This design comes from an exercise in tuning for small area, a short achievable clock period and few clock cycles per item on the open sky130 flow, not from production work.
At most, simulation tests tie the RTL to the original design; equivalence was not proved.
Function not checked in runs 1 to 5: the RTL went through the layout flow alone.
No activity file was given, so power comes from the tool's default toggle rates.

==> flow/design.v <==
module gf_addsub_lanes #(
    parameter int               WIDTH   = 32,
    parameter logic [WIDTH-1:0] MODULUS = 32'hec940e71,
    parameter int               LANES   = 4
) (
    input  logic                     i_clk,
    input  logic                     i_rst,
    input  logic                     i_valid,
    output logic                     o_ready,
    input  logic [1:0]               i_op,
    input  logic [LANES*WIDTH-1:0]   i_a,
    input  logic [LANES*WIDTH-1:0]   i_b,
    output logic                     o_valid,
    input  logic                     i_ready,
    output logic [LANES*WIDTH-1:0]   o_out,
    output logic [LANES-1:0]         o_err
);
    localparam int PREFIX_A = 1;
    localparam int PREFIX_B = 0;
    localparam int LOGW   = 5;   
    function automatic logic [WIDTH:0] carries(input logic [WIDTH-1:0] g,
                                               input logic [WIDTH-1:0] p,
                                               input logic             cin,
                                               input int               style);
        logic [WIDTH-1:0] gg, pp, gn, pn;
        gg    = g;
        pp    = p;
        gg[0] = g[0] | (p[0] & cin);
        if (style == 0) begin
            for (int l = 0; l < LOGW; l++) begin
                gn = gg;
                pn = pp;
                for (int i = 0; i < WIDTH; i++) begin
                    if ((i >> l) & 1) begin
                        gn[i] = gg[i] | (pp[i] & gg[((i >> l) << l) - 1]);
                        pn[i] = pp[i] & pp[((i >> l) << l) - 1];
                    end
                end
                gg = gn;
                pp = pn;
            end
        end else if (style == 1) begin
            for (int l = 0; l < LOGW; l++) begin
                for (int i = 0; i < WIDTH; i++) begin
                    if (((i + 1) % (2 << l)) == 0) begin
                        gg[i] = gg[i] | (pp[i] & gg[i - (1 << l)]);
                        pp[i] = pp[i] & pp[i - (1 << l)];
                    end
                end
            end
            for (int l = LOGW - 2; l >= 0; l--) begin
                for (int i = 0; i < WIDTH; i++) begin
                    if (((i + 1) % (2 << l)) == (1 << l) && i >= (2 << l)) begin
                        gg[i] = gg[i] | (pp[i] & gg[i - (1 << l)]);
                        pp[i] = pp[i] & pp[i - (1 << l)];
                    end
                end
            end
        end else begin
            for (int l = 0; l < LOGW; l++) begin
                gn = gg;
                pn = pp;
                for (int i = 0; i < WIDTH; i++) begin
                    if (i >= (1 << l)) begin
                        gn[i] = gg[i] | (pp[i] & gg[i - (1 << l)]);
                        pn[i] = pp[i] & pp[i - (1 << l)];
                    end
                end
                gg = gn;
                pp = pn;
            end
        end
        carries = {gg, cin};
    endfunction
    logic sub_c;
    assign sub_c = i_op[0] ^ i_op[1];
    logic [LANES-1:0][WIDTH-1:0] v_c;
    logic [LANES-1:0]            co_c;
    logic [LANES-1:0]            err_c;
    for (genvar k = 0; k < LANES; k++) begin : g_front
        logic [WIDTH-1:0] a, b, x, y, yi;
        logic [WIDTH:0]   c1;
        assign a = i_a[k*WIDTH +: WIDTH];
        assign b = i_b[k*WIDTH +: WIDTH];
        assign err_c[k] = (a >= MODULUS) | ((b >= MODULUS) & ~i_op[1]);
        assign x  = a & {WIDTH{~i_op[1]}};
        assign y  = i_op[1] ? a : b;
        assign yi = y ^ {WIDTH{sub_c}};
        assign c1      = carries(x & yi, x ^ yi, sub_c, PREFIX_A);
        assign v_c[k]  = ~(x ^ y) ^ c1[WIDTH-1:0];
        assign co_c[k] = c1[WIDTH];
    end
    logic [LANES-1:0][WIDTH-1:0] v_q;
    logic [LANES-1:0]            co_q;
    logic                        sub_q;
    assign o_ready = ~o_valid | i_ready;
    always_ff @(posedge i_clk) begin
        if (i_rst) begin
            o_valid <= 1'b0;
        end else if (o_ready) begin
            o_valid <= i_valid;
        end
    end
    always_ff @(posedge i_clk) begin
        if (o_ready) begin
            v_q   <= v_c;
            co_q  <= co_c;
            sub_q <= sub_c;
            o_err <= err_c;
        end
    end
    for (genvar k = 0; k < LANES; k++) begin : g_back
        logic [WIDTH-1:0] v, d;
        logic [WIDTH:0]   cw;
        logic             pick;
        assign v    = v_q[k];
        assign cw   = carries(v & MODULUS, v | MODULUS, 1'b0, PREFIX_B);
        assign d    = MODULUS ^ cw[WIDTH-1:0];
        assign pick = sub_q ? ~co_q[k] : (co_q[k] | ~cw[WIDTH]);
        assign o_out[k*WIDTH +: WIDTH] = v ^ {WIDTH{~sub_q}} ^ (d & {WIDTH{pick}});
    end
endmodule
==> flow/flow/run.sh <==
#!/bin/bash
# Layout flow: the standard ORFS flow (standard.sh) with these changes:
#  - the ports get plain sky130_fd_sc_hd__buf_1 buffers instead of delay cells;
#  - if flow/abc.script exists, synthesis maps the logic with that ABC script in place
#    of ORFS's speed script (everything else in the synthesis is the standard flow's own script);
#  - settings in flow/env.sh (if any) are exported before the flow runs.
# Each tool's full output goes to the ORFS logs under orfs/logs; make's own output
# goes to flow_make.log here.
set -euo pipefail
W=$(pwd)
export BUFFER_PORTS_ARGS="-buffer_cell sky130_fd_sc_hd__buf_1"
if [[ -f flow/env.sh ]]; then source flow/env.sh; fi
SYN=$W/synth_recipe.tcl
if [[ -f flow/abc.script ]]; then
  cat > $W/flow_synth.tcl <<EOT
proc abc {args} {
  set i [lsearch -exact \$args -script]
  if {\$i >= 0} { lset args [expr {\$i + 1}] $W/flow/abc.script }
  yosys abc {*}\$args
}
source $W/synth_recipe.tcl
EOT
  SYN=$W/flow_synth.tcl
fi
sed "s#SYNTH_SCRIPT=$W/synth_recipe.tcl#SYNTH_SCRIPT=$SYN#" standard.sh > flow_standard.sh
bash flow_standard.sh > flow_make.log 2>&1
==> flow/standard.sh <==
#!/bin/bash
# synth_recipe.tcl (not shown) runs the flow's synth.tcl, then flattens the netlist and writes it again
# the make line also repeats each setting of config.mk as NAME=value (left out here)
make -C /OpenROAD-flow-scripts/flow DESIGN_CONFIG=/design/flow/config.mk WORK_HOME=/design/flow/orfs CLKGATE_MAP_FILE= SYNTH_SCRIPT=/design/flow/synth_recipe.tcl "${@:-finish}"
==> flow/config.mk <==
export PLATFORM = sky130hd
export DESIGN_NAME = gf_addsub_lanes
export DESIGN_NICKNAME = gf_addsub_lanes
export VERILOG_FILES = /design/flow/design.v
export SDC_FILE = /design/flow/constraint.sdc
export NUM_CORES = 4
export LEC_CHECK = 0
export CAP_MARGIN = 20
export CORE_MARGIN = 2
export CORE_UTILIZATION = 40
export CTS_BUF_LIST = sky130_fd_sc_hd__clkbuf_4 sky130_fd_sc_hd__clkbuf_8
export GPL_TIMING_DRIVEN = 0
export SETUP_SLACK_MARGIN = 1.0
export SLEW_MARGIN = 20
==> flow/constraint.sdc <==
create_clock -name core_clock -period 5.5 [get_ports {i_clk}]
set_input_delay 1.1000 -clock core_clock [delete_from_list [all_inputs] [get_ports {i_clk}]]
set_output_delay 1.1000 -clock core_clock [all_outputs]
set_load 0.01 [all_outputs]
==> results.toml, run 1 <==
[timing]
finalSetupViolCount = 0
hold_violations = 0
max-slew-margin-rel_pct = 31.01
tightest_slew_ns = 1.035
min_period_over_period_pct = 80.48
worst_slack_ns = 1.074
rsz0062_at_grt = "yes"
drv_slew = 0
min_period_ns = 4.426
clock_skew_ns = 0.01105
max_freq_mhz = 225.9

[route]
viasPerCell = 5.432
route.detailed.drc = 0
drt-wirelength-per-cell_um = 19.48
dr.pass1.iters = 6
drt_iter0_drc = 941
antenna_left = 0
num_vias = 18260
wl_um = 65500

[global_route]
grt_max_degree = 54
grt_pass1_wl_um = 96680
grtUsageTotal_pct = 26.14
grt_pass1_vias = 17420
grt_remaining_overflow = 0
antenna_found_initial = 3

[placed_design]
dp_slack_ns = -1.576
gp_congestion = 0.9369
port_buffers = 394
dp_hpwl_um = 51820
place_inst = 3268

[cells_and_area]
multi_input_area_mm2 = 0.01411
drive_above_1_share_pct = 9.851
fin_cells = 3362
num-fill-cells = 4592
regArea_mm2 = 0.004134
layout_commonest_cell = "xnor2_1"
fin_util_pct = 48.97
mostFrequentLayoutCells = "459 x xnor2_1, 375 x buf_1, 222 x a21oi_1"
nNetsFinal = 3124
syn_to_final_growth_pct = 21.22

[hold_path]
hold_class = "input pin to register"
worstHoldPathCells = 2
hold_path_end = "o_valid"
worstHoldStart = "i_rst"

[floorplanning]
rows = 79
ios = 396
dieArea_mm2 = 0.04867
core_area_mm2 = 0.04646
die_width_um = 220.6
start_util_pct = 40.40
die_h_um = 220.6

[clock_tree]
htree_levels = 4
cts_sinks = 138
cts_root_buf = "clkbuf_8"
cts_tree = "built"
insertion_delay_ns = 0.52
cts.path.max_buffers = 2
clk_pin_slew_ns = 0.08
cts_buffers = 17

[power]
p_switching_mw = 3.012
p_leak_nw = 8.895
switching_share_pct = 44.74
internal-power_mw = 3.721
irDropWorstVdd_mv = 0.1765
power_mw = 6.733
p_seq_share_pct = 26.2
p_clk_share_pct = 14.6
p_comb_share_pct = 59.2
powerDensity_mw_per_mm2 = 295.9

[synth]
synth_edf_count = 137
synthArstFlopShare_pct = 0
synthesis.nets = 2651
synthCells = 2265
ys_types = 89
ys_ff_latch = 138
synth_flop_cell = "edfxtp_1"
ys_seq_area_share_pct = 22.03
avgSynthCellArea_um2 = 8.286
synthesis.area_mm2 = 0.01877
yosys_warnings = 1

[worst_setup_path]
critical_path_class = "register to output port"
reg2reg_depth = 2
r2r-end = "v_q[115]"
reg2reg_from = "o_valid"
cp_max_fo = 4
crit_required_ns = 4.40
startpoint_type = "register"
max_stage_delay_ns = 0.51
r2r_slack_ns = 3.99
slowest_stage = "edfxtp_1"
end_kind = "output port"
worstPathCellList = "o41ai_4 > buf_4 > a211oi_4 > o311ai_4 > a21boi_4 > o41a_1 > buf_6 > nor4_4 > xnor2_1 > buf_2"
critical_path_arrival_ns = 3.33

[status]
status = "timing/DRC/antenna clean"

[run]
cap_violations = 0
-- cells in the mapped netlist (all sizes together) (6+ instances only) --
cell type | count | area, um2
nor2b | 126 | 788.3
nand2 | 74 | 277.8
nand4 | 30 | 187.7
ha | 124 | 1551
o21bai | 20 | 161.4
or3 | 9 | 56.30
o21ai | 60 | 304.0
o21a | 16 | 120.1
nor3b | 9 | 87.59
o31ai | 13 | 102.6
and3 | 9 | 56.30
xnor2 | 462 | 4046
and2 | 8 | 50.05
mux2i | 57 | 570.6
inv | 155 | 581.8
a2111oi | 9 | 122.6
or2 | 10 | 62.56
a211oi | 10 | 75.07
nor2 | 215 | 814.5
or4 | 9 | 67.56
nor3 | 34 | 170.2
a21boi | 6 | 48.80
nand3 | 46 | 230.2
nor4 | 25 | 162.6
a21oi | 230 | 1181
edfxtp | 137 | 4114
buf | 36 | 168.9
a31oi | 19 | 152.7
nand2b | 11 | 68.82
o311ai | 7 | 93.85
xor2 | 97 | 849.6
o211ai | 14 | 105.1
a21o | 46 | 345.3
and4 | 16 | 142.6
a311oi | 6 | 82.59
clkbuf | 51 | 191.4
-- how the worst max path moves through the flow --
stage,start,to,depth (start not counted)
after floorplan,i_op[1],v_q[119],16
after global placement,i_op[1],co_q[1],17
after detailed placement,i_op[1],co_q[1],17
after CTS,v_q[65],o_out[75],11
after global routing,v_q[98],o_out[100],11
final,v_q[68],o_out[75],10
-- layout make-up --
cell class / count / area share (%)
Multi-Input combinational cell: 1884 / 62.02
Sequential cell: 138 / 18.17
Timing Repair Buffer: 454 / 9.019
Tap cell: 607 / 3.338
Buffer: 87 / 2.860
Inverter: 156 / 2.596
Clock buffer: 18 / 1.061
Clock inverter: 14 / 0.8909
Antenna cell: 4 / 0.04400
-- layer usage --
layer	global-route usage, %	routed length (um)	up-vias
li1	-	-	8864
met1	34.04	28940	8779
met2	45.02	31680	537
met3	3.024	3186	83
met4	8.467	1692	0
met5	0	0	-
-- critical path: cells and delay by family (launching register included) --
kind / cells / cell delay [ns]
simple gates: 1 / 0.28
buf+inv: 3 / 0.56
flops: 1 / 0.51
xor+xnor: 1 / 0.19
compound gates: 5 / 1.26
-- stage by stage --
step | cell area [um2] | TNS (ns) | hold slack, ns
final | 22750 | 0 | 0.7129
after global routing | 22750 | 0 | 0.7118
after CTS | 22340 | 0 | 0.6717
after detailed placement | 21100 | -93.15 | 0.9663
after global placement | 21040 | -110.49 | 1.251
after floorplan | 18800 | 0 | 1.169
-- sequential cells by signal (all words and copies together) (netlist names) --
signal / flops
v_q: 128
co_q: 4
o_err: 4
o_valid: 1
sub_q: 1
-- cells by family after synthesis --
group	share of synthesized area, %
buffers and inverters	5.040
AND/OR/NAND/NOR	17.65
XOR/XNOR	26.09
adder cells (fa/ha/maj)	8.267
multiplexers	3.300
flip-flops	22.03
AO/OA/AOI/OAI	17.63
-- power by group through the flow --
stage / Clock, mW / Sequential, mW / Combinational [mW]
detailed placement: 0 / 1.76 / 3.63
floorplan: 0 / 1.69 / 2.52
global route: 1.04 / 1.79 / 4.32
finish: 0.986 / 1.76 / 3.98
CTS: 1.01 / 1.75 / 3.85
global placement: 0 / 1.76 / 3.58
-- what timing repair did --
action / in CTS / in global routing
endpoints found under the setup margin: 244 / 145
setup buffers: 36 / 19
cloned: 2 / 1
hold buffers: 0 / 0
pin swaps: 34 / 23
resized for setup: 141 / 82
==> inputs of run 2 (changes only) <==
--- a/flow/config.mk
+++ b/flow/config.mk
@@ -8,7 +8,6 @@
 export CAP_MARGIN = 20
 export CORE_MARGIN = 2
 export CORE_UTILIZATION = 40
-export CTS_BUF_LIST = sky130_fd_sc_hd__clkbuf_4 sky130_fd_sc_hd__clkbuf_8
 export GPL_TIMING_DRIVEN = 0
 export SETUP_SLACK_MARGIN = 1.0
 export SLEW_MARGIN = 20
==> results.toml, run 2 <==
[status]
status = "timing/DRC/antenna clean"

[synth]
synth_top_area_share_pct = 21.92
ys_ff_latch = 138
yosys-top-cells-area = "edfxtp_1 22%, xnor2_1 22%, ha_1 8.3%"
synth_flop_cell = "edfxtp_1"
synthTopCellsByCount = "462 x xnor2_1, 224 x a21oi_1, 214 x nor2_1"
synthesis.nets = 2651
synthesis.area_mm2 = 0.01877
yosys.cell_count.top_type = "xnor2_1"
ys_seq_area_share_pct = 22.03
yosys_warnings = 1
synthCells = 2265
synthArstFlopShare_pct = 0
avgSynthCellArea_um2 = 8.286
yosys.area.top_type = "edfxtp_1"
ys_types = 89
synth_edf_count = 137

[global_route]
grt_pass1_vias = 17370
grt_pass1_wl_um = 96430
grtUsageTotal_pct = 26.09
grt_max_degree = 54
antenna_found_initial = 4
grt_remaining_overflow = 0

[power]
irDropWorstVdd_mv = 0.2157
powerDensity_mw_per_mm2 = 305.0
power_mw = 6.969
p_leak_nw = 8.909

[worst_setup_path]
r2r_slack_ns = 4.00
end_kind = "output port"
reg2reg_depth = 2
r2r-end = "v_q[117]"
reg2reg_from = "o_valid"
crit_required_ns = 4.40
critical_path_arrival_ns = 3.37
critical_path_class = "register to output port"
cp_max_fo = 5
startpoint_type = "register"

[placed_design]
dp_hpwl_um = 51820
place_inst = 3268
gp_congestion = 0.9369
place_area_mm2 = 0.02110
port_buffers = 394

[timing]
max_freq_mhz = 223.8
holdWs_ns = 0.7824
min_period_ns = 4.468
finalSetupViolCount = 0
clock_skew_ns = 0.007082
min_period_over_period_pct = 81.23
tightest_slew_ns = 1.011
hold_violations = 0
max-slew-margin-rel_pct = 32.63
drv_slew = 0
rsz0062_at_grt = "yes"

[cells_and_area]
syn_to_final_growth_pct = 21.73
layout_commonest_cell = "xnor2_1"
drive_above_1_share_pct = 9.187
mostFrequentLayoutCells = "461 x xnor2_1, 385 x buf_1, 220 x a21oi_1"
multi_input_area_mm2 = 0.01409
regMostFlops = "v_q"
regArea_mm2 = 0.004134
largest_reg_flops = 128
fin_area_mm2 = 0.02285
fin_cells = 3355
nNetsFinal = 3116
num-fill-cells = 4585
top_regs = "v_q x128, co_q x4, o_err x4"

[clock_tree]
htree_levels = 4
cts.path.max_buffers = 2
clk_pin_slew_ns = 0.06
cts_hold_buf = 0
cts_root_buf = "clkbuf_16"
cts_sinks = 138
cts_buffers = 17
insertion_delay_ns = 0.47
cts_tree = "built"

[floorplanning]
die_h_um = 220.6
start_util_pct = 40.40
rows = 79
ios = 396
die_width_um = 220.6
core_area_mm2 = 0.04646
dieArea_mm2 = 0.04867

[route]
antenna_left = 0
viasPerCell = 5.441
dr.pass1.iters = 5
drt-wirelength-per-cell_um = 19.46
route.detailed.drc = 0
wl_um = 65300
num_vias = 18250
drt_iter0_drc = 988

[hold_path]
hold_path_end = "o_valid"
hold_class = "input pin to register"
worstHoldPathCells = 2
worstHoldStart = "i_rst"

[run]
cap_violations = 0
[run 2: cell count changes in the layout (fill, tap and decap cells not counted), sizes merged]
cell           change
buf               -17
clkbuf             +9
clkdlybuf4s15      -1
clkdlybuf4s18      +1
diode              +1
[run 2: cell type report]
class	count	share of cell area (%)
Clock inverter	14	0.8872
Tap cell	607	3.324
Timing Repair Buffer	446	8.538
Inverter	156	2.585
Antenna cell	5	0.05476
Buffer	87	2.979
Sequential cell	138	18.09
Clock buffer	18	1.878
Multi-Input combinational cell	1884	61.66
[run 2: logic make-up (layout without fill, tap and decap cells)]
| kind of cell | after synthesis | count (layout) | synth area share [%] |
|---|---|---|---|
| muxes | 61 | 61 | 3.300 |
| AOI/OAI and AO/OA | 499 | 499 | 17.63 |
| buffers and inverters | 243 | 721 | 5.040 |
| xor gates and xnor gates | 559 | 559 | 26.09 |
| DFF | 138 | 138 | 22.03 |
| and+or+nand+nor | 641 | 641 | 17.65 |
| other | 0 | 5 | 0 |
| adders and majority gates | 124 | 124 | 8.267 |
[run 2: worst max-delay path: stages (launching register included)]
cell	delay (ns)
edfxtp_1	0.42
and4_4	0.23
o41ai_4	0.21
buf_4	0.20
a211oi_4	0.08
o311ai_4	0.30
a21boi_4	0.12
o41a_1	0.54
buf_6	0.22
nor3b_4	0.23
xnor2_2	0.16
buf_2	0.17
[run 2: power breakdown]
| part | switching, mW | leakage (nW) | internal, mW |
|---|---|---|---|
| clock network | 0.484 | 0.288 | 0.795 |
| logic | 2.27 | 7.19 | 1.66 |
| registers | 0.274 | 1.43 | 1.49 |
| total | 3.03 | 8.91 | 3.94 |
[run 2: per-stage QoR]
step | setup TNS [ns] | utilization (%) | worst slack, ns
global placement | -110.49 | 45.29 | -1.638
global route | 0 | 49.18 | 0.9303
finish | 0 | 49.18 | 1.032
detailed placement | -93.15 | 45.43 | -1.576
CTS | 0 | 48.17 | 0.9574
floorplan | 0 | - | 1.008
[run 2: worst max-delay path by stage]
stage	slack (ns)	start	endpoint	cells after the start
6_report	1.03	v_q[66]	o_out[72]	11
4_1_cts	0.96	v_q[64]	o_out[80]	11
3_5_place_dp	-1.58	i_op[1]	co_q[1]	17
2_1_floorplan	1.01	i_op[1]	v_q[119]	16
3_3_place_gp	-1.64	i_op[1]	co_q[1]	17
5_1_grt	0.93	v_q[66]	o_out[72]	11
[run 2: repair_timing]
item,CTS,global route
setup endpoints to repair,235,120
resized for setup,121,86
gates cloned,2,1
setup buffers,23,24
pin swaps,25,36
[run 2: layer usage]
| metal | vias up | global-route usage, % | wire, um | part of all wire (%) |
|---|---|---|---|---|
| met5 | - | 0 | 0 | 0 |
| met4 | 0 | 9.422 | 1933 | 3.0 |
| met3 | 101 | 2.997 | 3660 | 5.6 |
| met2 | 558 | 44.39 | 31360 | 48 |
| met1 | 8741 | 34.06 | 28340 | 43 |
| li1 | 8853 | - | - | - |
==> inputs of run 3 (changes only) <==
--- a/flow/design.v
+++ b/flow/design.v
@@ -72,23 +72,23 @@
         end
         carries = {gg, cin};
     endfunction
-    logic sub_c;
+    logic sub_c, cin_c, neg_c;
     assign sub_c = i_op[0] ^ i_op[1];
+    assign cin_c = i_op[0] & ~i_op[1];
+    assign neg_c = i_op[1] & ~i_op[0];
     logic [LANES-1:0][WIDTH-1:0] v_c;
     logic [LANES-1:0]            co_c;
     logic [LANES-1:0]            err_c;
     for (genvar k = 0; k < LANES; k++) begin : g_front
-        logic [WIDTH-1:0] a, b, x, y, yi;
+        logic [WIDTH-1:0] a, b, y;
         logic [WIDTH:0]   c1;
         assign a = i_a[k*WIDTH +: WIDTH];
         assign b = i_b[k*WIDTH +: WIDTH];
         assign err_c[k] = (a >= MODULUS) | ((b >= MODULUS) & ~i_op[1]);
-        assign x  = a & {WIDTH{~i_op[1]}};
-        assign y  = i_op[1] ? a : b;
-        assign yi = y ^ {WIDTH{sub_c}};
-        assign c1      = carries(x & yi, x ^ yi, sub_c, PREFIX_A);
-        assign v_c[k]  = ~(x ^ y) ^ c1[WIDTH-1:0];
-        assign co_c[k] = c1[WIDTH];
+        assign y = (b & {WIDTH{~i_op[1]}}) ^ {WIDTH{sub_c}};
+        assign c1      = carries(a & y, a ^ y, cin_c, PREFIX_A);
+        assign v_c[k]  = a ^ y ^ c1[WIDTH-1:0] ^ {WIDTH{~cin_c}};
+        assign co_c[k] = c1[WIDTH] ^ neg_c;
     end
     logic [LANES-1:0][WIDTH-1:0] v_q;
     logic [LANES-1:0]            co_q;
==> results.toml, run 3 <==
[clock_tree]
cts_sinks = 138
cts_root_buf = "clkbuf_16"
cts.path.max_buffers = 2
clk_pin_slew_ns = 0.06
htree_levels = 4
insertion_delay_ns = 0.44
cts_tree = "built"
cts_buffers = 17
cts_hold_buf = 0

[synth]
avgSynthCellArea_um2 = 9.201
ys_ff_latch = 138
synthCells = 1899
synthArstFlopShare_pct = 0
synthTopCellsByCount = "353 x xnor2_1, 137 x edfxtp_1, 122 x ha_1"
synth_top_area_share_pct = 23.55
yosys_warnings = 1
yosys.area.top_type = "edfxtp_1"
synth_flop_cell = "edfxtp_1"
synthesis.area_mm2 = 0.01747
synth_edf_count = 137
ys_types = 77
synthesis.nets = 2351
yosys-top-cells-area = "edfxtp_1 24%, xnor2_1 18%, ha_1 8.7%"
yosys.cell_count.top_type = "xnor2_1"
ys_seq_area_share_pct = 23.66

[global_route]
grt_max_degree = 53
grt_remaining_overflow = 0
antenna_found_initial = 5
grt_pass1_wl_um = 91010
grtUsageTotal_pct = 27.15
grt_pass1_vias = 15320

[placed_design]
dp_slack_ns = -0.6797
place_area_mm2 = 0.02001
gp_congestion = 0.9225
port_buffers = 395
dp_hpwl_um = 50570
place_inst = 2881

[worst_setup_path]
crit_top_cell = "fa_2"
cp_max_fo = 5
worstPathCellList = "buf_12 > ha_4 > clkbuf_16 > inv_8 > buf_12 > buf_4 > xnor2_4 > fa_2 > inv_2 > fa_2 > a211oi_2 > o211ai_1 > a221o_1 > a21o_1 > a31oi_4 > o31ai_4 > a31oi_2 > o21a_1 > fa_2 > xor2_2"
max_stage_delay_ns = 0.46
critical_path_class = "input pin to register"
critical_path_arrival_ns = 4.92
startpoint_type = "input pin"
end_kind = "register"
slowest_stage = "fa_2"
critPathLaunch = "i_op[1]"
endpoint = "v_q[126]"
reg2reg_from = "o_valid"
r2r-end = "co_q[2]"
reg2reg_depth = 2
crit_required_ns = 5.66
r2r_slack_ns = 3.92

[timing]
finalSetupTns_ns = 0
finalSetupViolCount = 0
worst_slack_ns = 0.7361
hold_violations = 0
tightest_slew_ns = 1.110
holdWs_ns = 0.8013
max_freq_mhz = 209.9
rsz0062_at_grt = "yes"
max-slew-margin-rel_pct = 26.00
min_period_ns = 4.764
clock_skew_ns = 0.009419
min_period_over_period_pct = 86.62
drv_slew = 0

[power]
p_seq_share_pct = 23.7
p_leak_nw = 8.808
powerDensity_mw_per_mm2 = 429.4
irDropWorstVdd_mv = 0.2174
switching_share_pct = 45.90
p_switching_mw = 4.427
p_clk_share_pct = 13.4
internal-power_mw = 5.218
p_comb_share_pct = 62.9
power_mw = 9.645

[floorplanning]
dieArea_mm2 = 0.04537
core_area_mm2 = 0.04308
die_width_um = 213.0
die_h_um = 213.0
ios = 396
rows = 76
start_util_pct = 40.56

[cells_and_area]
num-fill-cells = 4053
fin_cells = 3009
layout_commonest_cell = "buf_1"
drive_above_1_share_pct = 14.55
mostFrequentLayoutCells = "387 x buf_1, 324 x xnor2_1, 137 x edfxtp_1"
top_regs = "v_q x128, co_q x4, o_err x4"
fin_area_mm2 = 0.02246
largest_reg_flops = 128
fin_util_pct = 52.14
regMostFlops = "v_q"
multi_input_area_mm2 = 0.01350
regArea_mm2 = 0.004134
syn_to_final_growth_pct = 28.56
nNetsFinal = 2859

[route]
drt-wirelength-per-cell_um = 21.23
dr.pass1.iters = 5
wl_um = 63900
route.detailed.drc = 0
num_vias = 16130
antenna_left = 0
viasPerCell = 5.361
drt_iter0_drc = 1079

[run]
cap_violations = 0

[hold_path]
hold_class = "input pin to register"

[status]
status = "timing/DRC/antenna clean"
## run 3: cell types whose count changed in the layout (fill, tap and decap cells not counted), sizes merged, moves of 20 or more
cell / change
a21oi: -144
inv: -49
o31ai: +20
xnor2: -109
buf: +36
nand2: +31
o21ai: +22
nor2: -125
fa: +68
## run 3: area by class of cell
cell class                      instances  share of cell area, %
Antenna cell                            4                0.04456
Buffer                                 76                  2.674
Clock buffer                           18                  1.911
Clock inverter                         14                 0.9860
Inverter                              105                  1.883
Multi-Input combinational cell       1580                  60.10
Sequential cell                       138                  18.40
Tap cell                              585                  3.259
Timing Repair Buffer                  489                  10.73
## run 3: timing repair
| action | CTS | global route |
|---|---|---|
| pin swaps | 79 | 104 |
| gates resized for setup | 116 | 141 |
| buffers inserted | 35 | 52 |
| setup endpoints to repair | 180 | 128 |
| gates cloned | 1 | 4 |
## run 3: kinds of logic after synthesis
family,synth area share (%)
fa+ha+maj,16.53
buf+inv,4.103
flops,23.66
simple gates,14.57
mux,2.857
xor+xnor,23.26
compound gates,15.02
## run 3: how the worst min path moves through the flow
stage | startpoint | to | slack [ns] | depth (start not counted)
6_report | i_rst | o_valid | 0.80 | 2
3_5_place_dp | o_valid | o_valid | 1.08 | 2
4_1_cts | i_rst | o_valid | 0.78 | 2
2_1_floorplan | i_rst | o_valid | 1.17 | 1
3_3_place_gp | i_rst | o_valid | 1.25 | 2
5_1_grt | i_rst | o_valid | 0.79 | 2
## run 3: power groups by stage
| stage | Combinational (mW) | Sequential, mW | Clock (mW) |
|---|---|---|---|
| 2_1_floorplan | 3.84 | 2.13 | 0 |
| 4_1_cts | 5.69 | 2.25 | 1.31 |
| 5_1_grt | 6.60 | 2.35 | 1.36 |
| 6_report | 6.07 | 2.28 | 1.29 |
| 3_3_place_gp | 5.44 | 2.25 | 0 |
| 3_5_place_dp | 5.50 | 2.27 | 0 |
## run 3: per-layer routing
layer / routed length, um / global-route usage (%)
met3: 3933 / 3.309
met2: 30730 / 45.39
met4: 2086 / 10.92
met5: 0 / 0
met1: 27140 / 35.66
## run 3: critical path, delay by kind of cell
family	cells	cell delay, ns
buf+inv	6	0.58
fa+ha+maj	4	1.29
compound gates	8	1.61
xor+xnor	2	0.35
==> inputs of run 4 (changes only) <==
--- a/flow/config.mk
+++ b/flow/config.mk
@@ -9,5 +9,5 @@
 export CORE_MARGIN = 2
 export CORE_UTILIZATION = 40
 export GPL_TIMING_DRIVEN = 0
-export SETUP_SLACK_MARGIN = 1.0
+export SETUP_SLACK_MARGIN = 0.8
 export SLEW_MARGIN = 20
==> results.toml, run 4 <==
[route]
viasPerCell = 5.393
antenna_left = 0
route.detailed.drc = 0
drt-wirelength-per-cell_um = 22.03
num_vias = 15880
dr.pass1.iters = 6
wl_um = 64870
drt_iter0_drc = 1100

[timing]
rsz0062_at_grt = "yes"
min_period_over_period_pct = 85.16
min_period_ns = 4.684
worst_slack_ns = 0.8161
drv_slew = 0
max-slew-margin-rel_pct = 20.60
clock_skew_ns = 0.009727
hold_violations = 0
tightest_slew_ns = 1.191
finalSetupTns_ns = 0
finalSetupViolCount = 0
max_freq_mhz = 213.5

[power]
powerDensity_mw_per_mm2 = 438.1
p_leak_nw = 8.219
switching_share_pct = 46.98
power_mw = 9.278
p_switching_mw = 4.359
irDropWorstVdd_mv = 0.2079
p_clk_share_pct = 13.9
internal-power_mw = 4.920
p_seq_share_pct = 24.6
p_comb_share_pct = 61.5

[synth]
ys_ff_latch = 138
synthAdderAreaFrac_pct = 16.53
synthMuxAreaShare_pct = 2.857
synth_compound_area_share_pct = 15.02
synth_top_family_by_area = "XOR/XNOR gates"
ys_types = 77
synthesis.nets = 2351
synth-simple-area-share_pct = 14.57
synth_flop_cell = "edfxtp_1"
avgSynthCellArea_um2 = 9.201
synth_top_area_share_pct = 23.55
synth_xor_area_share_pct = 23.26
synthesis.area_mm2 = 0.01747
ys_seq_area_share_pct = 23.66
yosys.cell_count.top_type = "xnor2_1"
synthTopCellsByCount = "353 x xnor2_1, 137 x edfxtp_1, 122 x ha_1"
synthArstFlopShare_pct = 0
yosys-top-cells-area = "edfxtp_1 24%, xnor2_1 18%, ha_1 8.7%"
yosys_warnings = 1
synthCells = 1899
yosys.area.top_type = "edfxtp_1"
synth_edf_count = 137

[hold_path]
worstHoldStart = "i_rst"
hold_class = "input pin to register"

[worst_setup_path]
slowest_stage = "fa_1"
end_kind = "register"
cp_max_fo = 6
reg2reg_from = "o_valid"
startpoint_type = "input pin"
max_stage_delay_ns = 0.44
endpoint = "v_q[62]"
critical_path_class = "input pin to register"
crit_buf_inv = 9
crit_required_ns = 5.63
cp.depth = 22
critical_path_arrival_ns = 4.82
worstPathCellList = "buf_8 > buf_8 > inv_4 > clkbuf_16 > ha_4 > clkbuf_8 > buf_12 > inv_16 > buf_4 > fa_1 > inv_1 > fa_2 > a211oi_2 > o211ai_1 > a221oi_2 > o21ai_2 > a21oi_2 > nand2b_1 > nand2b_1 > a21oi_2 > fa_1 > xor2_1"
path_delay_family = "compound AO/OA/AOI/OAI gates"
r2r-end = "v_q[84]"
critPathLaunch = "i_op[1]"
reg2reg_depth = 3
r2r_slack_ns = 3.73

[placed_design]
gp_congestion = 0.9254
dp_slack_ns = -0.4400
place_area_mm2 = 0.01988
dp_hpwl_um = 52980
port_buffers = 395

[floorplanning]
dieArea_mm2 = 0.04537
start_util_pct = 40.56
core_area_mm2 = 0.04308
rows = 76
die_width_um = 213.0
die_h_um = 213.0
ios = 396

[cells_and_area]
layout_commonest_cell = "buf_1"
fin_area_mm2 = 0.02118
nNetsFinal = 2796
mostFrequentLayoutCells = "404 x buf_1, 347 x xnor2_1, 137 x edfxtp_1"
syn_to_final_growth_pct = 21.21
drive_above_1_share_pct = 7.552
top_regs = "v_q x128, co_q x4, o_err x4"
largest_reg_flops = 128
regMostFlops = "v_q"

[clock_tree]
clk_pin_slew_ns = 0.06
cts_sinks = 138
cts.path.max_buffers = 2
htree_levels = 4
cts_root_buf = "clkbuf_16"
insertion_delay_ns = 0.44
cts_buffers = 17
cts_hold_buf = 0
cts_tree = "built"

[global_route]
antenna_found_initial = 3
grt_remaining_overflow = 0
grtUsageTotal_pct = 28.15
grt_pass1_wl_um = 93960
grt_pass1_vias = 15550
grt_max_degree = 56

[status]
status = "timing/DRC/antenna clean"

[run]
cap_violations = 0
[run 4: cell families (layout without fill, tap and decap cells)]
group           after synthesis  in the layout
simple gates                491            491
other cells                   0              2
flops                       138            138
compound gates              389            389
mux                          46             46
fa+ha+maj                   190            190
xor+xnor                    464            464
buf+inv                     181            639
[run 4: per-layer routing]
metal | global-route usage, % | vias up | part of all wire, % | routed length, um
met1 | 35.71 | 7649 | 42 | 27080
li1 | - | 7583 | - | -
met4 | 9.091 | 4 | 2.5 | 1613
met5 | 0 | - | 0.035 | 23
met3 | 3.633 | 90 | 5.9 | 3824
met2 | 49.47 | 550 | 50 | 32330
[run 4: worst reg2reg max path: cells and delay by family (launching register included)]
kind                   cells  cell delay, ns
buffers and inverters      2            0.63
AND/OR/NAND/NOR            1            0.41
flip-flops                 1            0.33
[run 4: cell type report]
cell class              instances  area, um2
fillers                      4132      21900
multi-input cells            1580      12890
flip-flops and latches        138       4134
repair buffers                426       1798
well taps                     585      732.0
plain buffers                  76      561.8
clock buffers                  18      429.2
inverters                     105      427.9
clock inverters                14      202.7
diodes                          2      5.005
[run 4: how the worst min path moves through the flow]
stage,endpoint,slack (ns),depth (start not counted)
3_3_place_gp,o_valid,1.27,2
6_report,o_valid,0.83,2
5_1_grt,o_valid,0.83,2
4_1_cts,o_valid,0.82,2
3_5_place_dp,o_valid,0.94,2
2_1_floorplan,o_valid,1.17,1
[run 4: metrics by stage]
stage,instances,hold slack (ns),util [%]
after floorplan,1899,1.169,-
after global placement,2879,1.272,45.98
after detailed placement,2882,0.9392,46.16
after CTS,2930,0.8165,48.63
after global routing,2943,0.8306,49.16
final,2944,0.8293,49.16
[run 4: power by group through the flow]
stage	combinational, mW	sequential [mW]	clock [mW]
5_1_grt	6.21	2.34	1.34
3_3_place_gp	5.51	2.27	0
3_5_place_dp	5.57	2.28	0
2_1_floorplan	3.81	2.13	0
4_1_cts	5.66	2.26	1.30
6_report	5.71	2.28	1.29
[run 4: repair_timing]
action,4_1_cts,5_1_grt
resized for setup,80,38
cloned,0,0
setup endpoints to repair,146,57
setup buffers,16,12
pin swaps,17,37
==> inputs of run 5 (changes only) <==
--- a/flow/design.v
+++ b/flow/design.v
@@ -85,7 +85,7 @@
         assign a = i_a[k*WIDTH +: WIDTH];
         assign b = i_b[k*WIDTH +: WIDTH];
         assign err_c[k] = (a >= MODULUS) | ((b >= MODULUS) & ~i_op[1]);
-        assign y = (b & {WIDTH{~i_op[1]}}) ^ {WIDTH{sub_c}};
+        assign y = i_op[1] ? {WIDTH{~i_op[0]}} : (b ^ {WIDTH{i_op[0]}});
         assign c1      = carries(a & y, a ^ y, cin_c, PREFIX_A);
         assign v_c[k]  = a ^ y ^ c1[WIDTH-1:0] ^ {WIDTH{~cin_c}};
         assign co_c[k] = c1[WIDTH] ^ neg_c;
==> results.toml, run 5 <==
[power]
power_mw = 7.840
powerDensity_mw_per_mm2 = 373.5
p_leak_nw = 8.405
irDropWorstVdd_mv = 0.2330

[clock_tree]
cts_tree = "built"
cts_root_buf = "clkbuf_16"
cts_sinks = 138
cts.path.max_buffers = 2
insertion_delay_ns = 0.46
clk_pin_slew_ns = 0.06
cts_hold_buf = 0
htree_levels = 4
cts_buffers = 17

[cells_and_area]
layout_commonest_cell = "buf_1"
fin_cells = 2878
mostFrequentLayoutCells = "390 x buf_1, 335 x xnor2_1, 210 x nor2_1"
largest_reg_flops = 128
fin_util_pct = 50.16
regMostFlops = "v_q"
syn_to_final_growth_pct = 23.87
top_regs = "v_q x128, co_q x4, o_err x4"
drive_above_1_share_pct = 9.722
nNetsFinal = 2774

[floorplanning]
die_width_um = 209.8
rows = 75
die_h_um = 209.8
ios = 396
start_util_pct = 40.49
dieArea_mm2 = 0.04403
core_area_mm2 = 0.04185

[synth]
synth_compound_area_share_pct = 12.18
synthesis.area_mm2 = 0.01695
yosys.area.top_type = "edfxtp_1"
ys_types = 72
avgSynthCellArea_um2 = 9.146
synthAdderAreaFrac_pct = 17.04
synth_edf_count = 137
synth_top_area_share_pct = 24.27
ys_ff_latch = 138
synthTopCellsByCount = "338 x xnor2_1, 214 x nor2_1, 140 x xor2_1"
synth_top_family_by_area = "XOR/XNOR gates"
synthMuxAreaShare_pct = 3.787
synth_xor_area_share_pct = 24.70
yosys.cell_count.top_type = "xnor2_1"
synthCells = 1853
synthesis.nets = 2305
ys_seq_area_share_pct = 24.39
yosys-top-cells-area = "edfxtp_1 24%, xnor2_1 17%, ha_1 9.0%"
yosys_warnings = 1
synthArstFlopShare_pct = 0
synth-simple-area-share_pct = 13.81
synth_flop_cell = "edfxtp_1"

[worst_setup_path]
critical_path_arrival_ns = 4.90
crit_required_ns = 5.68
cp_max_fo = 6
end_kind = "register"
startpoint_type = "input pin"
critical_path_class = "input pin to register"

[route]
drt-wirelength-per-cell_um = 21.18
dr.pass1.iters = 5
wl_um = 60970
drt_iter0_drc = 959
route.detailed.drc = 0
viasPerCell = 5.363
num_vias = 15440
antenna_left = 0

[timing]
tightest_slew_ns = 1.071
worst_slack_ns = 0.7777
min_period_over_period_pct = 85.86
holdWs_ns = 0.7899
drv_slew = 0
rsz0062_at_grt = "yes"
max-slew-margin-rel_pct = 28.61
max_freq_mhz = 211.8
clock_skew_ns = 0.008529
hold_violations = 0
min_period_ns = 4.722
finalSetupViolCount = 0

[global_route]
grtUsageTotal_pct = 27.52
grt_pass1_vias = 15450
grt_max_degree = 59
grt_pass1_wl_um = 90200
antenna_found_initial = 7
grt_remaining_overflow = 0

[hold_path]
hold_class = "input pin to register"

[placed_design]
gp_congestion = 0.9354
port_buffers = 395
dp_hpwl_um = 49350
dp_slack_ns = -0.6300
place_inst = 2789

[run]
cap_violations = 0

[status]
status = "timing/DRC/antenna clean"
-- run 5: cell count changes after synthesis, moves of 21 or more --
cell / change
mux2i_1: +21
o21ai_0: -22
nor2_1: +124
nor2b_1: -104
xor2_1: +29
-- run 5: logic make-up (layout without fill, tap and decap cells) --
group / count (synthesis) / in the layout
AND/OR/NAND/NOR: 500 / 500
multiplexers: 64 / 64
flip-flops: 138 / 138
buffers and inverters: 177 / 659
adder cells (fa/ha/maj): 190 / 190
AO/OA/AOI/OAI: 306 / 306
other: 0 / 4
XOR/XNOR: 478 / 478
-- run 5: stage by stage --
stage          cell area (um2)  setup TNS, ns
6_report                 20990              0
5_1_grt                  20990              0
4_1_cts                  20640              0
3_5_place_dp             19360         -12.04
3_3_place_gp             19300         -11.50
2_1_floorplan            17140              0
-- run 5: layout make-up --
cell class	count	area, um2
fill	4052	20860
multi-input combinational	1538	12580
sequential	138	4134
timing repair buffer	450	2064
tap	539	674.4
clock buffer	26	509.2
buffer	70	485.5
inverter	107	445.4
clock inverter	6	86.33
antenna	4	10.01
-- run 5: worst paths after layout --
check                           slack (ns)       to  startpoint  depth (start not counted)
worst min-delay path                  0.79  o_valid       i_rst                          2
worst max-delay path                  0.78  v_q[94]     i_op[1]                         22
worst min register to register        0.90  o_valid     o_valid                          2
worst max register to register        4.05  v_q[41]     o_valid                          2
-- run 5: timing repair --
| item | in CTS | in global routing |
|---|---|---|
| gates cloned | 3 | 0 |
| endpoints found under the setup margin | 193 | 105 |
| gates resized for setup | 93 | 57 |
| buffers inserted | 30 | 20 |
| pin swaps | 33 | 33 |
-- run 5: worst max-delay path: stages --
cell and delay (ns):
buf_12 0.08, clkbuf_16 0.13, clkbuf_16 0.15, inv_12 0.04, ha_4 0.15, buf_8 0.11, clkbuf_16 0.15, clkinv_16 0.07
fa_2 0.19, inv_2 0.04, fa_2 0.34, a21o_1 0.16, a21o_1 0.20, a211oi_4 0.27, o21ba_4 0.19, o31ai_4 0.07
a221oi_2 0.37, o31a_1 0.20, nor2_2 0.05, a211oi_2 0.22, fa_1 0.45, xor2_1 0.15
-- run 5: per-layer routing --
layer  global-route usage, %  part of all wire (%)  vias to the layer above
met5                       0                 0.080                        -
met4                   10.83                   3.8                        8
met3                   3.666                   5.5                      112
met2                   46.95                    47                      552
met1                   35.36                    43                     7369
li1                        -                     -                     7394
-- run 5: report_power, final --
part	total, mW	leakage (nW)	internal, mW	switching [mW]
Clock	1.18	0.291	0.726	0.456
Sequential	2.03	1.43	1.64	0.392
Combinational	4.63	6.68	1.97	2.65
==> inputs of run 6 (changes only) <==
--- a/flow/design.v
+++ b/flow/design.v
@@ -15,7 +15,7 @@
     output logic [LANES*WIDTH-1:0]   o_out,
     output logic [LANES-1:0]         o_err
 );
-    localparam int PREFIX_A = 1;
+    localparam int PREFIX_A = 0;
     localparam int PREFIX_B = 0;
     localparam int LOGW   = 5;   
     function automatic logic [WIDTH:0] carries(input logic [WIDTH-1:0] g,
==> results.toml, run 6 <==
[placed_design]
place_inst = 2775
port_buffers = 395
gp_congestion = 0.9629
dp_hpwl_um = 51020

[clock_tree]
cts_tree = "built"
htree_levels = 4
cts_root_buf = "clkbuf_16"
insertion_delay_ns = 0.44
clk_pin_slew_ns = 0.06
cts_hold_buf = 0
cts_sinks = 138
cts_buffers = 17
cts.path.max_buffers = 2

[route]
antenna_left = 0
drt_iter0_drc = 1048
viasPerCell = 5.467
wl_um = 62330
dr.pass1.iters = 5
drt-wirelength-per-cell_um = 21.89
route.detailed.drc = 0
num_vias = 15570

[global_route]
grtUsageTotal_pct = 28.05
grt_busiest_layer = "met2"
grt_remaining_overflow = 0
gr-usage-met3_pct = 2.738
met2_usage_pct = 43.84
antenna_found_initial = 4
use_met1_pct = 39.42
grt_pass1_wl_um = 91710
grt_max_degree = 56
grt_pass1_vias = 14860

[synth]
synth_edf_count = 137
ys_types = 73
synthArstFlopShare_pct = 0
yosys.cell_count.top_type = "xnor2_1"
ys_seq_area_share_pct = 24.95
synth_flop_cell = "edfxtp_1"
synth_top_area_share_pct = 24.82
synthesis.area_mm2 = 0.01657
avgSynthCellArea_um2 = 8.982
synthTopCellsByCount = "387 x xnor2_1, 210 x nor2_1, 143 x xor2_1"
yosys_warnings = 1
synthCells = 1845
ys_ff_latch = 138
synthesis.nets = 2253
yosys-top-cells-area = "edfxtp_1 25%, xnor2_1 20%, ha_1 9.2%"
yosys.area.top_type = "edfxtp_1"

[worst_setup_path]
r2r_slack_ns = 3.93
cp_max_fo = 4
crit_required_ns = 5.81
endpoint = "co_q[0]"
critical_path_class = "input pin to register"
end_kind = "register"
critical_path_arrival_ns = 4.96
reg2reg_from = "o_valid"
startpoint_type = "input pin"
r2r-end = "v_q[27]"
critPathLaunch = "i_op[1]"
reg2reg_depth = 2

[timing]
holdWs_ns = 0.8052
tightest_slew_ns = 1.146
min_period_ns = 4.652
drv_slew = 0
clock_skew_ns = 0.01033
hold_violations = 0
finalSetupViolCount = 0
max_freq_mhz = 215.0
min_period_over_period_pct = 84.57
max-slew-margin-rel_pct = 23.61
rsz0062_at_grt = "yes"

[power]
power_mw = 7.875
p_seq_share_pct = 26.3
p_clk_share_pct = 15.1
switching_share_pct = 46.72
irDropWorstVdd_mv = 0.1695
internal-power_mw = 4.196
p_switching_mw = 3.680
p_comb_share_pct = 58.7
powerDensity_mw_per_mm2 = 389.0
p_leak_nw = 7.795

[cells_and_area]
top_regs = "v_q x128, co_q x4, o_err x4"
nNetsFinal = 2708
largest_reg_flops = 128
syn_to_final_growth_pct = 22.16
regMostFlops = "v_q"
mostFrequentLayoutCells = "403 x buf_1, 384 x xnor2_1, 210 x nor2_1"
layout_commonest_cell = "buf_1"
fin_cells = 2848
drive_above_1_share_pct = 8.560

[floorplanning]
core_area_mm2 = 0.04083
start_util_pct = 40.59
die_h_um = 207.5
dieArea_mm2 = 0.04307
rows = 74
die_width_um = 207.5
ios = 396

[hold_path]
worstHoldPathCells = 2
hold_class = "input pin to register"

[status]
status = "timing/DRC/antenna clean"

[run]
cap_violations = 0
run 6: worst min path at each step:
stage            start  endpoint  slack [ns]
2_1_floorplan    i_rst   o_valid        1.17
3_3_place_gp     i_rst   o_valid        1.28
3_5_place_dp   o_valid   o_valid        1.02
4_1_cts          i_rst   o_valid        0.78
5_1_grt          i_rst   o_valid        0.80
6_report         i_rst   o_valid        0.81
run 6: layout make-up:
type	instances	area, um2
antenna	3	7.507
buffer	68	421.7
clock buffer	18	429.2
clock inverter	14	160.2
fill	3966	20590
inverter	56	241.5
multi-input combinational	1583	12310
sequential	138	4134
tap	532	665.6
timing repair buffer	436	1871
run 6: power by group through the flow:
stage               sequential (mW)  clock [mW]  combinational (mW)
floorplan                      1.93           0                2.98
global placement               2.05           0                4.37
detailed placement             2.06           0                4.42
CTS                            2.04        1.20                4.52
global route                   2.12        1.24                4.98
finish                         2.07        1.19                4.62
run 6: logic make-up (layout without fill, tap and decap cells):
| kind of cell | count (synthesis) | in the layout | synth area share, % |
|---|---|---|---|
| compound gates | 330 | 330 | 13.49 |
| xor+xnor | 530 | 530 | 28.01 |
| fa+ha+maj | 146 | 146 | 12.11 |
| buf+inv | 124 | 592 | 2.869 |
| flops | 138 | 138 | 24.95 |
| mux | 63 | 63 | 3.835 |
| other cells | 0 | 3 | 0 |
| simple gates | 514 | 514 | 14.74 |
run 6: critical path, stage by stage:
cell and delay (ns):
buf_8 0.09, clkbuf_16 0.16, clkinv_16 0.05, ha_4 0.15
buf_6 0.12, buf_8 0.11, buf_12 0.12, buf_12 0.12
clkinvlp_4 0.09, buf_12 0.12, buf_12 0.10, fa_2 0.19
inv_2 0.04, fa_2 0.36, a21o_1 0.18, nand4_1 0.08
nand2_2 0.07, a21o_1 0.22, a31o_4 0.26, a221o_1 0.39
a31o_1 0.24, or4_1 0.49, nand4_1 0.08
run 6: stage by stage:
step	TNS [ns]	instance area [um2]	setup WS (ns)	utilization [%]
2_1_floorplan	0	16690	0.7101	-
3_3_place_gp	-32.17	18840	-1.140	46.14
3_5_place_dp	-4.653	18910	-0.6192	46.32
4_1_cts	0	19870	0.7357	48.65
5_1_grt	0	20240	0.7597	49.58
6_report	0	20240	0.8484	49.58
run 6: what timing repair did:
item,CTS,global route
endpoints found under the setup margin,148,128
buffers inserted,18,20
pin swaps,19,22
gates cloned,0,0
gates resized for setup,61,63
run 6: per-layer routing:
layer | wire length, um | share of wire [%] | vias up
met4 | 2609 | 4.2 | 0
met3 | 3793 | 6.1 | 118
met1 | 28350 | 45 | 7372
met5 | 0 | 0 | -
met2 | 27570 | 44 | 610
li1 | - | - | 7470
Testbench counts of run 6, summed over its fixed seeds: cycles 12,008, items 12,000.
==> inputs of run 7 (changes only) <==
--- a/flow/config.mk
+++ b/flow/config.mk
@@ -9,5 +9,5 @@
 export CORE_MARGIN = 2
 export CORE_UTILIZATION = 40
 export GPL_TIMING_DRIVEN = 0
-export SETUP_SLACK_MARGIN = 0.8
+export SETUP_SLACK_MARGIN = 1.2
 export SLEW_MARGIN = 20
==> results.toml, run 7 <==
[run]
cap_violations = 0

[synth]
synthArstFlopShare_pct = 0
avgSynthCellArea_um2 = 8.982
synthesis.nets = 2253
synthCells = 1845
ys_ff_latch = 138
yosys.cell_count.top_type = "xnor2_1"
synth_flop_cell = "edfxtp_1"
yosys.area.top_type = "edfxtp_1"
synthesis.area_mm2 = 0.01657
yosys_warnings = 1
ys_seq_area_share_pct = 24.95
synthTopCellsByCount = "387 x xnor2_1, 210 x nor2_1, 143 x xor2_1"
synth_top_area_share_pct = 24.82
synth_edf_count = 137
yosys-top-cells-area = "edfxtp_1 25%, xnor2_1 20%, ha_1 9.2%"
ys_types = 73

[placed_design]
dp_hpwl_um = 51170
gp_congestion = 0.9504
port_buffers = 395

[cells_and_area]
regMostFlops = "v_q"
top_regs = "v_q x128, co_q x4, o_err x4"
nNetsFinal = 2767
multi_input_area_mm2 = 0.01286
regArea_mm2 = 0.004134
syn_to_final_growth_pct = 28.91
mostFrequentLayoutCells = "379 x buf_1, 370 x xnor2_1, 206 x nor2_1"
num-fill-cells = 3876
drive_above_1_share_pct = 15.53
layout_commonest_cell = "buf_1"
largest_reg_flops = 128

[floorplanning]
core_area_mm2 = 0.04083
start_util_pct = 40.59
ios = 396
die_h_um = 207.5
die_width_um = 207.5
dieArea_mm2 = 0.04307
rows = 74

[timing]
clock_skew_ns = 0.01060
min_period_ns = 4.514
tightest_slew_ns = 1.192
drv_slew = 0
hold_violations = 0
min_period_over_period_pct = 82.06
max-slew-margin-rel_pct = 20.50
finalSetupViolCount = 0
holdWs_ns = 0.6514
rsz0062_at_grt = "yes"
max_freq_mhz = 221.6

[worst_setup_path]
crit_required_ns = 5.80
path_delay_family = "compound AO/OA/AOI/OAI gates"
worstPathCellList = "buf_8 > clkbuf_16 > inv_16 > ha_4 > buf_8 > clkbuf_16 > buf_12 > buf_12 > clkinvlp_4 > buf_6 > fa_2 > inv_2 > fa_2 > a21o_1 > nand4_1 > nand2_2 > a21o_1 > a31o_4 > a221o_1 > a31o_4 > or4_1 > nand4_1"
max_stage_delay_ns = 0.43
startpoint_type = "input pin"
crit_buf_inv = 10
reg2reg_depth = 3
critical_path_class = "input pin to register"
end_kind = "register"
r2r_slack_ns = 4.02
critical_path_arrival_ns = 4.82
slowest_stage = "a221o_1"
r2r-end = "v_q[21]"
reg2reg_from = "o_valid"
cp_max_fo = 3

[power]
switching_share_pct = 45.93
powerDensity_mw_per_mm2 = 382.9
power_mw = 8.180
internal-power_mw = 4.423
p_switching_mw = 3.757
p_seq_share_pct = 25.1
irDropWorstVdd_mv = 0.2036
p_leak_nw = 8.366
p_comb_share_pct = 61.5
p_clk_share_pct = 13.3

[clock_tree]
cts_sinks = 138
cts_tree = "built"
clk_pin_slew_ns = 0.06
htree_levels = 4
cts_hold_buf = 0
cts_buffers = 17
cts.path.max_buffers = 2
cts_root_buf = "clkbuf_16"
insertion_delay_ns = 0.44

[global_route]
grt_remaining_overflow = 0
grtUsageTotal_pct = 28.71
grt_max_degree = 47
grt_pass1_vias = 15370
antenna_found_initial = 2
grt_pass1_wl_um = 93740

[route]
drt_iter0_drc = 1233
route.detailed.drc = 0
viasPerCell = 5.481
dr.pass1.iters = 8
num_vias = 15920
drt-wirelength-per-cell_um = 22.19
wl_um = 64430
antenna_left = 0

[status]
status = "timing/DRC/antenna clean"

[hold_path]
hold_path_end = "o_valid"
worstHoldPathCells = 2
worstHoldStart = "o_valid"
hold_class = "register to register"
-- run 7: cell counts after synthesis --
No cell type changed its count.
-- run 7: worst max path at each step --
stage,from,endpoint,depth (start not counted)
after CTS,i_op[1],co_q[3],24
after detailed placement,i_op[0],co_q[1],15
after global routing,i_op[1],co_q[3],24
after global placement,i_op[0],co_q[1],15
after floorplan,i_op[1],v_q[46],20
final,i_op[1],co_q[0],22
-- run 7: through the flow --
| step | worst slack (ns) | setup TNS [ns] | std cells | utilization [%] | area, um2 |
|---|---|---|---|---|---|
| CTS | 0.9917 | 0 | 2859 | 50.32 | 20550 |
| finish | 0.9864 | 0 | 2904 | 52.32 | 21360 |
| global route | 0.8869 | 0 | 2904 | 52.32 | 21360 |
| floorplan | 0.7489 | 0 | 1845 | - | 16830 |
| detailed placement | -0.2699 | -1.232 | 2775 | 46.69 | 19060 |
| global placement | -0.2809 | -0.9097 | 2772 | 46.49 | 18980 |
-- run 7: cell type report --
class	count	share of cell area, %
clock inverter	13	0.5037
clock buffer	17	1.991
tap	532	3.116
buffer	68	2.419
antenna	2	0.02343
inverter	56	1.084
sequential	138	19.35
multi-input combinational	1583	60.22
timing repair buffer	495	11.29
-- run 7: power groups by stage --
stage / Combinational [mW] / Sequential (mW) / Clock [mW]
detailed placement: 4.39 / 2.05 / 0
CTS: 4.69 / 2.04 / 1.11
floorplan: 3.01 / 1.93 / 0
finish: 5.03 / 2.06 / 1.09
global placement: 4.35 / 2.05 / 0
global route: 5.42 / 2.10 / 1.15
-- run 7: metal layers --
layer | vias to the layer above | GRT usage [%] | wire length (um)
li1 | 7586 | - | -
met1 | 7663 | 38.38 | 28600
met2 | 562 | 47.68 | 30320
met3 | 106 | 4.085 | 3549
met4 | 0 | 9.433 | 1961
met5 | - | 0 | 0
-- run 7: worst reg2reg max path: stages, from the launching register on --
cell,delay [ns]
dfxtp_1,0.33
nand2b_4,0.18
buf_16,0.27
buf_16,0.31
-- run 7: cells by family (layout without fill, tap and decap cells) --
group / Yosys count / after routing / share of synthesized area (%)
simple gates: 514 / 514 / 14.74
flops: 138 / 138 / 24.95
fa+ha+maj: 146 / 146 / 12.11
compound gates: 330 / 330 / 13.49
other cells: 0 / 2 / 0
mux: 63 / 63 / 3.835
buf+inv: 124 / 649 / 2.869
xor+xnor: 530 / 530 / 28.01
-- run 7: timing repair --
action,CTS,global route
setup buffers,54,42
setup endpoints to repair,224,143
pin swaps,75,85
gates cloned,0,1
resized for setup,137,133
==> inputs of run 8 (changes only) <==
--- a/flow/config.mk
+++ b/flow/config.mk
@@ -8,6 +8,8 @@
 export CAP_MARGIN = 20
 export CORE_MARGIN = 2
 export CORE_UTILIZATION = 40
+export CTS_CLUSTER_DIAMETER = 150
+export CTS_CLUSTER_SIZE = 40
 export GPL_TIMING_DRIVEN = 0
-export SETUP_SLACK_MARGIN = 1.2
+export SETUP_SLACK_MARGIN = 1.0
 export SLEW_MARGIN = 20
==> results.toml, run 8 <==
[status]
status = "timing/DRC/antenna clean"

[power]
powerDensity_mw_per_mm2 = 390.3
power_mw = 8.097
irDropWorstVdd_mv = 0.1843
p_leak_nw = 8.077

[clock_tree]
htree_levels = 4
cts.path.max_buffers = 2
cts_tree = "built"
cts_root_buf = "clkbuf_16"
cts_buffers = 17
cts_sinks = 138
cts_hold_buf = 0
clk_pin_slew_ns = 0.07
insertion_delay_ns = 0.45

[synth]
synthCells = 1845
synthesis.nets = 2253
synthArstFlopShare_pct = 0
avgSynthCellArea_um2 = 8.982
ys_types = 73
synthesis.area_mm2 = 0.01657
ys_ff_latch = 138
synthTopCellsByCount = "387 x xnor2_1, 210 x nor2_1, 143 x xor2_1"
ys_seq_area_share_pct = 24.95
synth_edf_count = 137
yosys-top-cells-area = "edfxtp_1 25%, xnor2_1 20%, ha_1 9.2%"
yosys.area.top_type = "edfxtp_1"
synth_top_area_share_pct = 24.82
synth_flop_cell = "edfxtp_1"
yosys.cell_count.top_type = "xnor2_1"
yosys_warnings = 1

[cells_and_area]
mostFrequentLayoutCells = "390 x buf_1, 378 x xnor2_1, 210 x nor2_1"
drive_above_1_share_pct = 11.61
layout_commonest_cell = "buf_1"
syn_to_final_growth_pct = 25.19
nNetsFinal = 2737
largest_reg_flops = 128
top_regs = "v_q x128, co_q x4, o_err x4"
fin_area_mm2 = 0.02075
regMostFlops = "v_q"
num-fill-cells = 3990

[route]
drt_iter0_drc = 1398
drt-wirelength-per-cell_um = 22.38
dr.pass1.iters = 5
top_layer = "met4"
route.detailed.drc = 0
wl_um = 64390
routed-wl-met3_um = 4256
antenna_left = 0
dr_wl_met2_um = 29200
viasPerCell = 5.505
num_vias = 15840
wirelength_met1_um = 28260

[hold_path]
hold_path_end = "o_valid"
worstHoldStart = "i_rst"
worstHoldPathCells = 2
hold_class = "input pin to register"

[floorplanning]
rows = 74
core_area_mm2 = 0.04083
ios = 396
die_h_um = 207.5
start_util_pct = 40.59
dieArea_mm2 = 0.04307
die_width_um = 207.5

[placed_design]
dp_slack_ns = -0.4352
place_area_mm2 = 0.01896
port_buffers = 395
dp_hpwl_um = 51170
gp_congestion = 0.9031

[timing]
min_period_ns = 4.476
finalSetupViolCount = 0
min_period_over_period_pct = 81.38
clock_skew_ns = 0.007989
drv_slew = 0
worst_slack_ns = 1.024
hold_violations = 0
tightest_slew_ns = 1.191
max_freq_mhz = 223.4
max-slew-margin-rel_pct = 20.58
rsz0062_at_grt = "yes"
holdWs_ns = 0.8049

[global_route]
grt_pass1_wl_um = 93860
grtUsageTotal_pct = 28.87
grt_remaining_overflow = 0
antenna_found_initial = 3
grt_pass1_vias = 15270
grt_max_degree = 57

[worst_setup_path]
reg2reg_depth = 2
reg2reg_from = "o_valid"
critical_path_arrival_ns = 3.38
critical_path_class = "register to output port"
path_delay_family = "compound AO/OA/AOI/OAI gates"
crit_buf_inv = 3
max_stage_delay_ns = 0.45
r2r-end = "v_q[114]"
cp_max_fo = 10
startpoint_type = "register"
end_kind = "output port"
slowest_stage = "xor2_1"
r2r_slack_ns = 3.93
critPathLaunch = "v_q[32]"
worstPathCellList = "buf_2 > a41oi_4 > a31oi_4 > o21ai_2 > a21boi_2 > nor4_4 > a21o_1 > clkbuf_4 > o31ai_1 > xor2_1 > clkbuf_2"
crit_required_ns = 4.40

[run]
cap_violations = 0
## run 8: changes by cell type in the layout (fill, tap and decap cells not counted), sizes merged
| cell | previous run | this run |
|---|---|---|
| buf | 521 | 481 |
| diode | 2 | 3 |
| bufinv | 1 | 2 |
| inv | 53 | 58 |
| clkbuf | 57 | 68 |
| clkdlybuf4s15 | 2 | 1 |
| clkinv | 11 | 7 |
## run 8: per-layer routing
metal | vias to the layer above | global-route usage (%)
met3 | 121 | 3.192
met1 | 7560 | 39.55
met4 | 0 | 11.95
met2 | 644 | 46.33
li1 | 7512 | -
met5 | - | 0
## run 8: cell families (layout without fill, tap and decap cells)
logic type	Yosys count	in the layout	share of synthesized area, %
XOR/XNOR	530	530	28.01
AND/OR/NAND/NOR	514	514	14.74
AO/OA/AOI/OAI	330	330	13.49
adder cells (fa/ha/maj)	146	146	12.11
flip-flops	138	138	24.95
buffers and inverters	124	621	2.869
multiplexers	63	63	3.835
other	0	3	0
## run 8: through the flow
step | setup TNS [ns] | util, % | cells
6_report | 0 | 50.81 | 2877
5_1_grt | 0 | 50.81 | 2877
4_1_cts | 0 | 49.38 | 2841
3_5_place_dp | -2.686 | 46.43 | 2774
3_3_place_gp | -2.018 | 46.30 | 2772
2_1_floorplan | 0 | - | 1845
## run 8: where the power goes
group / total (mW) / switching, mW / internal [mW]
sequential: 2.06 / 0.417 / 1.64
combinational: 4.82 / 2.81 / 2.00
clock: 1.22 / 0.543 / 0.678
## run 8: repair_timing
action	4_1_cts	5_1_grt
pin swaps	32	57
setup buffers	35	32
setup endpoints to repair	203	112
resized for setup	95	87
## run 8: how the worst max path moves through the flow
stage                      to  slack (ns)  cells past startpoint
detailed placement    co_q[1]       -0.44                     15
global placement      co_q[1]       -0.41                     15
CTS                   co_q[0]        0.89                     14
floorplan             v_q[46]        0.76                     20
global route          v_q[80]        0.90                     23
finish              o_out[40]        1.02                     11
## run 8: cell type report
cell class	count	area (um2)	area share (%)
tap	532	665.6	3.208
antenna	3	7.507	0.03619
inverter	56	231.5	1.116
sequential	138	4134	19.93
clock inverter	15	167.7	0.8082
multi-input combinational	1583	12520	60.36
clock buffer	17	425.4	2.051
timing repair buffer	465	2116	10.20
buffer	68	475.5	2.292
==> inputs of run 9 (changes only) <==
--- a/flow/config.mk
+++ b/flow/config.mk
@@ -8,8 +8,7 @@
 export CAP_MARGIN = 20
 export CORE_MARGIN = 2
 export CORE_UTILIZATION = 40
-export CTS_CLUSTER_DIAMETER = 150
-export CTS_CLUSTER_SIZE = 40
+export CTS_BUF_LIST = sky130_fd_sc_hd__clkbuf_8
 export GPL_TIMING_DRIVEN = 0
 export SETUP_SLACK_MARGIN = 1.0
 export SLEW_MARGIN = 20
==> results.toml, run 9 <==
[route]
route.detailed.drc = 0
drt_iter0_drc = 1462
antenna_left = 0
wl_um = 64020
viasPerCell = 5.484
drt-wirelength-per-cell_um = 22.26
num_vias = 15770
dr.pass1.iters = 5

[clock_tree]
cts.path.max_buffers = 2
cts_buffers = 17
clk_pin_slew_ns = 0.10
cts_tree = "built"
cts_sinks = 138
cts_root_buf = "clkbuf_8"
htree_levels = 4
insertion_delay_ns = 0.48

[synth]
synthCells = 1845
yosys_warnings = 1
avgSynthCellArea_um2 = 8.982
ys_seq_area_share_pct = 24.95
synth_flop_cell = "edfxtp_1"
yosys.cell_count.top_type = "xnor2_1"
ys_types = 73
synthesis.nets = 2253
synthArstFlopShare_pct = 0
yosys.area.top_type = "edfxtp_1"
ys_ff_latch = 138
yosys-top-cells-area = "edfxtp_1 25%, xnor2_1 20%, ha_1 9.2%"
synth_top_area_share_pct = 24.82
synthesis.area_mm2 = 0.01657
synth_edf_count = 137
synthTopCellsByCount = "387 x xnor2_1, 210 x nor2_1, 143 x xor2_1"

[global_route]
antenna_found_initial = 3
grt_pass1_vias = 15340
grt_remaining_overflow = 0
grt_pass1_wl_um = 93870
grt_max_degree = 57
grtUsageTotal_pct = 28.84

[timing]
rsz0062_at_grt = "yes"
finalSetupViolCount = 0
min_period_ns = 4.466
max_freq_mhz = 223.9
max-slew-margin-rel_pct = 21.45
finalSetupTns_ns = 0
tightest_slew_ns = 1.178
clock_skew_ns = 0.009187
holdWs_ns = 0.7675
drv_slew = 0
min_period_over_period_pct = 81.20
hold_violations = 0

[power]
p_leak_nw = 7.957
powerDensity_mw_per_mm2 = 380.4
irDropWorstVdd_mv = 0.1862
power_mw = 7.790

[worst_setup_path]
max_stage_delay_ns = 0.44
startpoint_type = "register"
end_kind = "output port"
worstPathCellList = "a41o_1 > o311a_4 > o2111ai_4 > nor3_2 > o31a_1 > o21ai_2 > o21ai_4 > or4_4 > xnor2_2 > buf_2"
cp_max_fo = 6
slowest_stage = "or4_4"
critical_path_class = "register to output port"
critical_path_arrival_ns = 3.37
crit_required_ns = 4.40

[placed_design]
port_buffers = 395
gp_congestion = 0.9031
dp_hpwl_um = 51170

[status]
status = "timing/DRC/antenna clean"

[floorplanning]
rows = 74
start_util_pct = 40.59
die_width_um = 207.5
core_area_mm2 = 0.04083
die_h_um = 207.5
ios = 396
dieArea_mm2 = 0.04307

[cells_and_area]
layout_commonest_cell = "buf_1"
syn_to_final_growth_pct = 23.58
mostFrequentLayoutCells = "388 x buf_1, 378 x xnor2_1, 210 x nor2_1"
drive_above_1_share_pct = 11.66
nNetsFinal = 2736
largest_reg_flops = 128
top_regs = "v_q x128, co_q x4, o_err x4"
regMostFlops = "v_q"

[hold_path]
hold_class = "input pin to register"

[run]
cap_violations = 0
[run 9: cell counts after synthesis]
No cell type changed its count.
[run 9: what timing repair did]
action | 4_1_cts | 5_1_grt
pin swaps | 33 | 55
setup endpoints to repair | 204 | 111
resized for setup | 94 | 75
hold buffers | 0 | 0
setup buffers | 38 | 28
[run 9: area by class of cell]
type,count,area (um2)
Clock buffer,17,234.0
Sequential cell,138,4134
Buffer,68,459.2
Antenna cell,3,7.507
Tap cell,532,665.6
Clock inverter,15,167.7
Fill cell,4034,20350
Timing Repair Buffer,464,2091
Multi-Input combinational cell,1583,12490
Inverter,56,231.5
[run 9: layer usage]
layer	track usage [%]	wire [um]	up-vias
met5	0	0	-
met4	12.39	2757	0
met3	3.555	4016	120
met2	46.06	28820	590
met1	39.29	28430	7556
li1	-	-	7506
[run 9: power breakdown]
group          switching, mW  internal, mW  leakage [nW]  total, mW
clock network          0.499         0.412         0.193      0.912
registers              0.415          1.64          1.43       2.05
logic                   2.80          2.02          6.33       4.82
[run 9: path summary, 6_finish.rpt]
| kind | endpoint | startpoint | slack [ns] | depth (start not counted) |
|---|---|---|---|---|
| worst max-delay path | o_out[107] | v_q[98] | 1.03 | 10 |
| worst max register to register | v_q[115] | o_valid | 3.93 | 2 |
| worst min register to register | o_valid | o_valid | 1.02 | 2 |
| worst min-delay path | o_valid | i_rst | 0.77 | 2 |
[run 9: stage by stage]
| stage | util (%) | cells | setup slack (ns) | cell area, um2 |
|---|---|---|---|---|
| after floorplan | - | 1845 | 0.7599 | 16760 |
| after global placement | 46.30 | 2772 | -0.4099 | 18900 |
| after detailed placement | 46.43 | 2774 | -0.4352 | 18960 |
| after CTS | 48.97 | 2844 | 0.9485 | 20000 |
| after global routing | 50.16 | 2876 | 0.8816 | 20480 |
| final | 50.16 | 2876 | 1.034 | 20480 |
[run 9: worst max-delay path: cells and delay by family (launching register included)]
kind / cells / cell delay [ns]
AOI/OAI and AO/OA: 6 / 1.63
xor gates and xnor gates: 1 / 0.14
buffers and inverters: 1 / 0.15
DFF: 1 / 0.43
and+or+nand+nor: 2 / 0.53
[run 9: cell families (layout without fill, tap and decap cells)]
| kind of cell | count (synthesis) | in the layout | share of synthesized area [%] |
|---|---|---|---|
| AOI/OAI and AO/OA | 330 | 330 | 13.49 |
| xor gates and xnor gates | 530 | 530 | 28.01 |
| adders and majority gates | 146 | 146 | 12.11 |
| buffers and inverters | 124 | 620 | 2.869 |
| DFF | 138 | 138 | 24.95 |
| muxes | 63 | 63 | 3.835 |
| other | 0 | 3 | 0 |
| and+or+nand+nor | 514 | 514 | 14.74 |

Re-timed with assumed drivers on the ports (clkbuf_16 on the clock, buf_2 on other inputs), run 9 has 0.979 ns of setup slack against 1.034 ns with ideal ports, and 0.458 ns once port delays also move by the mid clock arrival of 0.521 ns.
